What follows belongs to an exercise in optimizing a design on an open flow for small area; a production flow would make more cautious choices. Function was checked by simulation only, so behaviour that the tests miss may differ from the original. Power is estimated from default activity; no workload was simulated.

==> job 7037: inputs <==
Design prbs_link_top, start of the top module:
module prbs_link_top (
   input  logic                    clkout1,
   input  logic                    link_down_latched_reset_sync,
   input  logic                    i_force_error,
   output logic [28*(8+1)-1:0] o_tx_lanes,
   input  logic [28*(8+1)-1:0] i_rx_lanes,
   output logic [1:0]              o_status
);
==> module lane_delay_line, before the edit <==
module lane_delay_line (
   input  logic                  clkout1,
   input  logic                  link_down_latched_reset_sync,
   input  logic                  i_bit0,
   input  logic [28*7-1:0] i_lane_hi,
   output logic [28*(8+1)-1:0] o_lanes
);
   logic [4:0]              age_q;
   logic [28-1:0]     bit0_q;
   always_ff @(posedge clkout1) begin
      if (link_down_latched_reset_sync) begin
         age_q <= '0;
      end else if (age_q != 5'd29) begin
         age_q <= age_q + 1'b1;
      end
   end
   always_ff @(posedge clkout1) begin
      bit0_q <= {bit0_q[28-2:0], i_bit0};
   end
   for (genvar k = 0; k < 28; k++) begin : g_lane
      assign o_lanes[k*(8+1) +: (8+1)] =
         {(age_q >= 5'(k + 2)), i_lane_hi[k*7 +: 7], bit0_q[k]};
   end
endmodule
==> flow/config.mk <==
export PLATFORM = sky130hd
export DESIGN_NAME = prbs_link_top
export DESIGN_NICKNAME = prbs_link_top
export VERILOG_FILES = /design/flow/design.v
export SDC_FILE = /design/flow/constraint.sdc
export NUM_CORES = 4
export LEC_CHECK = 0
export CAP_MARGIN = 20
export CORE_MARGIN = 2
export CORE_UTILIZATION = 40
export GPL_TIMING_DRIVEN = 0
export PLACE_DENSITY = 0.6
export SLEW_MARGIN = 20
==> flow/constraint.sdc <==
create_clock -name core_clock -period 4.0 [get_ports {clkout1}]
set_input_delay 0.8000 -clock core_clock [delete_from_list [all_inputs] [get_ports {clkout1}]]
set_output_delay 0.8000 -clock core_clock [all_outputs]
set_load 0.01 [all_outputs]
standard.sh (not shown) runs the stock make flow with config.mk's settings and CLKGATE_MAP_FILE= SYNTH_SCRIPT=/design/flow/synth_recipe.tcl, a recipe that flattens the netlist after the stock synthesis.
==> flow/flow/run.sh <==
#!/bin/bash
# The standard layout with three changes:
#  - synthesis is the standard flow's own script (synth_recipe.tcl) with ABC run on an
#    area-recovering script (flow/abc_area.script) instead of ORFS's speed
#    script; flip-flops are mapped before ABC, so the registers are unchanged;
#  - the port buffers use the smallest buffer cell instead of the delay buffer
#    buffer_ports picks by default;
#  - the clock tree uses smaller buffers and no dummy loads.
set -euo pipefail
here=$(pwd)
{
  echo "proc abc {args} {"
  echo "  set i [lsearch \$args -script]"
  echo "  if {\$i >= 0} { lset args [expr {\$i + 1}] $here/flow/abc_area.script }"
  echo "  yosys abc {*}\$args"
  echo "}"
  cat synth_recipe.tcl
} > own_synth.tcl
bash standard.sh \
  "SYNTH_SCRIPT=$here/own_synth.tcl" \
  "REMOVE_ABC_BUFFERS=1" \
  "BUFFER_PORTS_ARGS=-buffer_cell sky130_fd_sc_hd__buf_1" \
  "CTS_ARGS=-sink_clustering_enable -repair_clock_nets -dont_use_dummy_load -buf_list {sky130_fd_sc_hd__clkbuf_8} -sink_clustering_size 20 -sink_clustering_max_diameter 60" \
  finish > flow_make.log 2>&1
==> flow/flow/abc_area.script <==
&get -n
&st
&dch
&nf -R 1000
&st
&syn2
&if -g -K 6
&synch2
&nf -R 1000
&st
&syn2
&if -g -K 6
&synch2
&nf -R 1000
&st
&dch -f
&nf -R 1000
&put
topo
stime -c
==> job 8616: changes against job 7037 <==
--- a/flow/design.v
+++ b/flow/design.v
@@ -344,7 +344,7 @@
    always_ff @(posedge clkout1) begin
       if (link_down_latched_reset_sync) begin
          age_q <= '0;
-      end else if (age_q != 5'd29) begin
+      end else if (age_q != 5'd31) begin
          age_q <= age_q + 1'b1;
       end
    end
==> flow/flow/run.sh (replaced) <==
#!/bin/bash
# The standard layout, with the port buffers made from the smallest buffer
# cell instead of the delay buffer buffer_ports picks by default, and a clock
# tree of smaller buffers without dummy loads.
set -euo pipefail
bash standard.sh \
  "BUFFER_PORTS_ARGS=-buffer_cell sky130_fd_sc_hd__buf_1" \
  "CTS_ARGS=-sink_clustering_enable -repair_clock_nets -dont_use_dummy_load -buf_list {sky130_fd_sc_hd__clkbuf_4 sky130_fd_sc_hd__clkbuf_8} -sink_clustering_size 20 -sink_clustering_max_diameter 60" \
  finish > flow_make.log 2>&1
- CORE_UTILIZATION: 40 -> 60
- GPL_TIMING_DRIVEN: 0 -> unset
- PLACE_DENSITY: 0.6 -> 0.8
removed: flow/flow/abc_area.script
==> comparison table <==
|  | job 7037 | job 8616 |
|---|---|---|
| Highest attainable clock frequency | 255 MHz | 282 MHz |
| Non-clock buffer count | 514 | 522 |
| Die Y | 182 µm | 151 µm |
| CTS buffer count | 27 | 22 |
| Layout area overhead | 12.0% | 8.68% |
| Vias | 9406 | 9938 |
| IR Drop Worst-Case VDD | 0.00154 V | 0.000742 V |
| Result of the run | complete, no violations | complete, no violations |
| Post-route worst setup slack | 77.6 ps | 459 ps |
| Proportion of netlist area held by the largest area contributor | 0.437 | 0.428 |
| Total instance count after detailed placement | 1982 | 1894 |
| Total cell area at the placement stage | 13700 µm² | 13700 µm² |
| Share of cell area taken by muxes after synthesis | 0.0479 | 0.00804 |
| Non-clock buffer area fraction after layout | 0.140 | 0.143 |
| Post-synthesis simple-gate area fraction | 0.0762 | 0.132 |
| Routed met1 length | 14600 µm | 12900 µm |
| Non-Clock Inverter Count | 27 | 41 |
| Post-route design area | 14100 µm² | 14000 µm² |
| Clk_buf instances | 27 | 22 |
| Die area | 33000 µm² | 22700 µm² |
| GR Util All Layers | 0.197 | 0.305 |
| Number of rows in the core area | 65 | 53 |
| Met2 routed WL | 15300 µm | 16900 µm |
| Via-to-Cell Ratio | 4.68 | 5.18 |
| Met3 usage | 0.0556 | 0.0948 |

* * *

==> run H: inputs <==
Another version of the RTL of prbs_link_top (not shown whole).
==> module lane_delay_line, before the edit <==
module lane_delay_line (
   input  logic                  clkout1,
   input  logic                  link_down_latched_reset_sync,
   input  logic                  i_bit0,
   input  logic [28*7-1:0] i_lane_hi,
   output logic [28*(8+1)-1:0] o_lanes
);
   logic [4:0]              age_q;
   logic [28-1:0]     bit0_q;
   always_ff @(posedge clkout1) begin
      if (link_down_latched_reset_sync) begin
         age_q <= '0;
      end else if (age_q != 5'd31) begin
         age_q <= age_q + 1'b1;
      end
   end
   always_ff @(posedge clkout1) begin
      bit0_q <= {bit0_q[28-2:0], i_bit0};
   end
   for (genvar k = 0; k < 28; k++) begin : g_lane
      assign o_lanes[k*(8+1) +: (8+1)] =
         {(age_q >= 5'(k + 2)), i_lane_hi[k*7 +: 7], bit0_q[k]};
   end
endmodule
==> module link_bucket_counter, before the edit <==
module link_bucket_counter (
   input  logic                   clkout1,
   input  logic                   link_down_latched_reset_sync,
   input  logic                   i_err,
   output logic                   o_up
);
   localparam logic [7-1:0] CTR_MAX  = 7'(67);
   localparam logic [7-1:0] CTR_DROP = 7'(34);
   logic                   up_q;
   logic [7-1:0] count_q;
   always_ff @(posedge clkout1) begin
      if (link_down_latched_reset_sync) begin
         up_q    <= 1'b0;
         count_q <= '0;
      end else if (!up_q) begin
         if (i_err) begin
            count_q <= '0;
         end else if (count_q != CTR_MAX) begin
            count_q <= count_q + 1'b1;
         end else begin
            up_q <= 1'b1;
         end
      end else begin
         if (i_err) begin
            if (count_q > CTR_DROP) begin
               count_q <= count_q - CTR_DROP;
            end else begin
               count_q <= '0;
               up_q    <= 1'b0;
            end
         end else if (count_q != CTR_MAX) begin
            count_q <= count_q + 1'b1;
         end
      end
   end
   assign o_up = up_q;
endmodule
Settings: LEC_CHECK=0, ABC_AREA=1, CAP_MARGIN=20, CORE_MARGIN=2, CORE_UTILIZATION=40, PLACE_DENSITY=0.6, SLEW_MARGIN=20; clock period 4.0 ns.
run.sh (not shown) runs the stock make flow with config.mk's settings and CLKGATE_MAP_FILE= SYNTH_SCRIPT=/design/flow/synth_recipe.tcl, a recipe that flattens the netlist after the stock synthesis.
Stock flow here: none of the scripts above is used.
==> run E (differences from run H) <==
--- a/flow/design.v
+++ b/flow/design.v
@@ -346,3 +346,3 @@
          age_q <= '0;
-      end else if (age_q != 5'd31) begin
+      end else if (age_q != 5'd29) begin
          age_q <= age_q + 1'b1;
@@ -390,29 +390,29 @@
 );
-   localparam logic [7-1:0] CTR_MAX  = 7'(67);
-   localparam logic [7-1:0] CTR_DROP = 7'(34);
-   logic                   up_q;
-   logic [7-1:0] count_q;
+   localparam logic [5:0] L0  = 6'h01;
+   localparam logic [5:0] L33 = 6'h12;
+   logic       up_q;
+   logic       h_q;
+   logic [5:0] l_q;
+   logic       l_end;
+   logic       l_zero;
+   assign l_end  = (l_q == L33);
+   assign l_zero = (l_q == L0);
    always_ff @(posedge clkout1) begin
       if (link_down_latched_reset_sync) begin
-         up_q    <= 1'b0;
-         count_q <= '0;
-      end else if (!up_q) begin
-         if (i_err) begin
-            count_q <= '0;
-         end else if (count_q != CTR_MAX) begin
-            count_q <= count_q + 1'b1;
-         end else begin
-            up_q <= 1'b1;
+         up_q <= 1'b0;
+         h_q  <= 1'b0;
+         l_q  <= L0;
+      end else if (i_err) begin
+         h_q <= 1'b0;
+         if (!(up_q && h_q && !l_zero)) begin
+            l_q  <= L0;
+            up_q <= 1'b0;
          end
+      end else if (h_q && l_end) begin
+         up_q <= 1'b1;
+      end else if (l_end) begin
+         h_q <= 1'b1;
+         l_q <= L0;
       end else begin
-         if (i_err) begin
-            if (count_q > CTR_DROP) begin
-               count_q <= count_q - CTR_DROP;
-            end else begin
-               count_q <= '0;
-               up_q    <= 1'b0;
-            end
-         end else if (count_q != CTR_MAX) begin
-            count_q <= count_q + 1'b1;
-         end
+         l_q <= {l_q[4:0], l_q[5] ^ l_q[4]};
       end
==> flow/flow/run.sh (new file) <==
#!/bin/bash
# The standard layout with three changes:
#  - synthesis is the standard flow's own script (synth_recipe.tcl) with ABC run on an
#    area-recovering script (flow/abc_area.script) instead of ORFS's speed
#    script; flip-flops are mapped before ABC, so the registers are unchanged;
#  - the port buffers use the smallest buffer cell instead of the delay buffer
#    buffer_ports picks by default;
#  - the clock tree uses smaller buffers and no dummy loads.
set -euo pipefail
here=$(pwd)
{
  echo "proc abc {args} {"
  echo "  set i [lsearch \$args -script]"
  echo "  if {\$i >= 0} { lset args [expr {\$i + 1}] $here/flow/abc_area.script }"
  echo "  yosys abc {*}\$args"
  echo "}"
  cat synth_recipe.tcl
} > own_synth.tcl
bash standard.sh \
  "SYNTH_SCRIPT=$here/own_synth.tcl" \
  "BUFFER_PORTS_ARGS=-buffer_cell sky130_fd_sc_hd__buf_1" \
  "CTS_ARGS=-sink_clustering_enable -repair_clock_nets -dont_use_dummy_load -buf_list {sky130_fd_sc_hd__clkbuf_8} -sink_clustering_size 18 -sink_clustering_max_diameter 80" \
  finish > flow_make.log 2>&1
==> flow/flow/abc_area.script (new file) <==
&get -n
&st
&dch
&nf -R 1000
&st
&syn2
&if -g -K 6
&synch2
&nf -R 1000
&st
&syn2
&if -g -K 6
&synch2
&nf -R 1000
&st
&dch -f
&nf -R 1000
&put
topo
stime -c
==> flow/standard.sh (new file) <==
#!/bin/bash
# synth_recipe.tcl (not shown) runs the flow's synth.tcl, then flattens the netlist and writes it again
# the make line also repeats each setting of config.mk as NAME=value (left out here)
make -C /OpenROAD-flow-scripts/flow DESIGN_CONFIG=/design/flow/config.mk WORK_HOME=/design/flow/orfs CLKGATE_MAP_FILE= SYNTH_SCRIPT=/design/flow/synth_recipe.tcl "${@:-finish}"
--- a/flow/config.mk
+++ b/flow/config.mk
@@ -7,3 +7,2 @@
 export LEC_CHECK = 0
-export ABC_AREA = 1
 export CAP_MARGIN = 20
removed: flow/run.sh
==> run B (differences from run H) <==
--- a/flow/design.v
+++ b/flow/design.v
@@ -346,3 +346,3 @@
          age_q <= '0;
-      end else if (age_q != 5'd31) begin
+      end else if (age_q != 5'd29) begin
          age_q <= age_q + 1'b1;
@@ -390,29 +390,29 @@
 );
-   localparam logic [7-1:0] CTR_MAX  = 7'(67);
-   localparam logic [7-1:0] CTR_DROP = 7'(34);
-   logic                   up_q;
-   logic [7-1:0] count_q;
+   localparam logic [5:0] L0  = 6'h01;
+   localparam logic [5:0] L33 = 6'h12;
+   logic       up_q;
+   logic       h_q;
+   logic [5:0] l_q;
+   logic       l_end;
+   logic       l_zero;
+   assign l_end  = (l_q == L33);
+   assign l_zero = (l_q == L0);
    always_ff @(posedge clkout1) begin
       if (link_down_latched_reset_sync) begin
-         up_q    <= 1'b0;
-         count_q <= '0;
-      end else if (!up_q) begin
-         if (i_err) begin
-            count_q <= '0;
-         end else if (count_q != CTR_MAX) begin
-            count_q <= count_q + 1'b1;
-         end else begin
-            up_q <= 1'b1;
+         up_q <= 1'b0;
+         h_q  <= 1'b0;
+         l_q  <= L0;
+      end else if (i_err) begin
+         h_q <= 1'b0;
+         if (!(up_q && h_q && !l_zero)) begin
+            l_q  <= L0;
+            up_q <= 1'b0;
          end
+      end else if (h_q && l_end) begin
+         up_q <= 1'b1;
+      end else if (l_end) begin
+         h_q <= 1'b1;
+         l_q <= L0;
       end else begin
-         if (i_err) begin
-            if (count_q > CTR_DROP) begin
-               count_q <= count_q - CTR_DROP;
-            end else begin
-               count_q <= '0;
-               up_q    <= 1'b0;
-            end
-         end else if (count_q != CTR_MAX) begin
-            count_q <= count_q + 1'b1;
-         end
+         l_q <= {l_q[4:0], l_q[5] ^ l_q[4]};
       end
==> flow/flow/run.sh (new file) <==
#!/bin/bash
# The standard layout with three changes:
#  - synthesis is the standard flow's own script (synth_recipe.tcl) with ABC run on an
#    area-recovering script (flow/abc_area.script) instead of ORFS's speed
#    script; flip-flops are mapped before ABC, so the registers are unchanged;
#  - the port buffers use the smallest buffer cell instead of the delay buffer
#    buffer_ports picks by default;
#  - the clock tree uses smaller buffers and no dummy loads.
set -euo pipefail
here=$(pwd)
{
  echo "proc abc {args} {"
  echo "  set i [lsearch \$args -script]"
  echo "  if {\$i >= 0} { lset args [expr {\$i + 1}] $here/flow/abc_area.script }"
  echo "  yosys abc {*}\$args"
  echo "}"
  cat synth_recipe.tcl
} > own_synth.tcl
bash standard.sh \
  "SYNTH_SCRIPT=$here/own_synth.tcl" \
  "BUFFER_PORTS_ARGS=-buffer_cell sky130_fd_sc_hd__buf_1" \
  "CTS_ARGS=-sink_clustering_enable -repair_clock_nets -dont_use_dummy_load -buf_list {sky130_fd_sc_hd__clkbuf_8} -sink_clustering_size 18 -sink_clustering_max_diameter 80" \
  finish > flow_make.log 2>&1
==> flow/flow/abc_area.script (new file) <==
&get -n
&st
&dch
&nf -R 1000
&st
&syn2
&if -g -K 6
&synch2
&nf -R 1000
&st
&syn2
&if -g -K 6
&synch2
&nf -R 1000
&st
&dch -f
&nf -R 1000
&put
topo
stime -c
==> flow/standard.sh (new file) <==
#!/bin/bash
# synth_recipe.tcl (not shown) runs the flow's synth.tcl, then flattens the netlist and writes it again
# the make line also repeats each setting of config.mk as NAME=value (left out here)
make -C /OpenROAD-flow-scripts/flow DESIGN_CONFIG=/design/flow/config.mk WORK_HOME=/design/flow/orfs CLKGATE_MAP_FILE= SYNTH_SCRIPT=/design/flow/synth_recipe.tcl "${@:-finish}"
--- a/flow/config.mk
+++ b/flow/config.mk
@@ -7,7 +7,6 @@
 export LEC_CHECK = 0
-export ABC_AREA = 1
 export CAP_MARGIN = 20
 export CORE_MARGIN = 2
-export CORE_UTILIZATION = 40
-export PLACE_DENSITY = 0.6
+export CORE_UTILIZATION = 55
+export PLACE_DENSITY = 0.75
 export SLEW_MARGIN = 20
removed: flow/run.sh
==> qor summary <==
| metric | run B | run H | run E |
|---|---|---|---|
| Result of the run | finished clean | finished clean | finished clean |
| Crit path DAT | 2.86 ns | 2.97 ns | 2.79 ns |
| Period minus WS final | 3.660 ns | 3.772 ns | 3.592 ns |
| Setup slack, reg-to-reg | 1.47 ns | 2.21 ns | 1.21 ns |
| Met3 track demand over resource in global routing | 0.06833 | 0.05401 | 0.05576 |
| Area of the multi-input gates | 0.005610 sq mm | 0.007662 sq mm | 0.005595 sq mm |
| Pwr/cell area | 1030 mW/mm^2 | 903.4 mW/mm^2 | 974.8 mW/mm^2 |
| Detailed-routing iteration count for the pre-antenna-repair pass | 6 | 5 | 5 |
| Count of mapped cells out of synthesis | 1257 | 2243 | 1257 |
| Summed instance area of the synthesized netlist | 0.01263 sq mm | 0.01595 sq mm | 0.01263 sq mm |
| Post-CTS clock slew at the launch and capture registers of the worst setup and hold paths | 0.12 ns | 0.05 ns | 0.08 ns |
| Non-clock buffer contribution to total cell area | 0.1462 | 0.2417 | 0.1439 |
| Synth Area per Inst | 10.05 sq um | 7.109 sq um | 10.05 sq um |
| Clock group share of total power | 0.089 | 0.163 | 0.098 |
| Adder and majority cell fraction of the synthesized area | 0.005944 | 0.007062 | 0.005944 |
| Worst Slack Setup Final | 0.3405 ns | 0.2276 ns | 0.4083 ns |
| Standard cell core area | 0.02257 sq mm | 0.03955 sq mm | 0.03131 sq mm |
| Critical Path Stages | 6 | 7 | 5 |
| Fraction of the cycle the final worst path needs | 0.9149 | 0.9431 | 0.8979 |
| Number of filler instances in the final layout | 1942 | 3741 | 3067 |

[afterwards: timing with drivers on the ports]
The results above use ideal ports. As a check the final layouts listed here were re-extracted and re-timed, cells and wires unchanged. Step 1 assumes that a clkbuf_16 drives the clock port and a buf_2 every other input. Step 2, shift: input delay + t, output delay - t, t = (earliest + latest rising clock arrival at the registers) / 2. This alone moves slack from input paths to output paths. Three values: ideal, step 1, step 2; two values: the first two.
run	shift t [ns]	setup slack, ns	cell pins on the clock port's net
job 7037	0.606	0.078 / 0.034 / 0.640	1
job 8616	0.575	0.459 / 0.412 / 0.987	1
run H	0.575	0.228 / 0.177 / 0.752	1
run E	0.583	0.408 / 0.362 / 0.611	1
run B	0.554	0.340 / 0.302 / 0.857	1
After both steps every run listed still meets setup and hold.
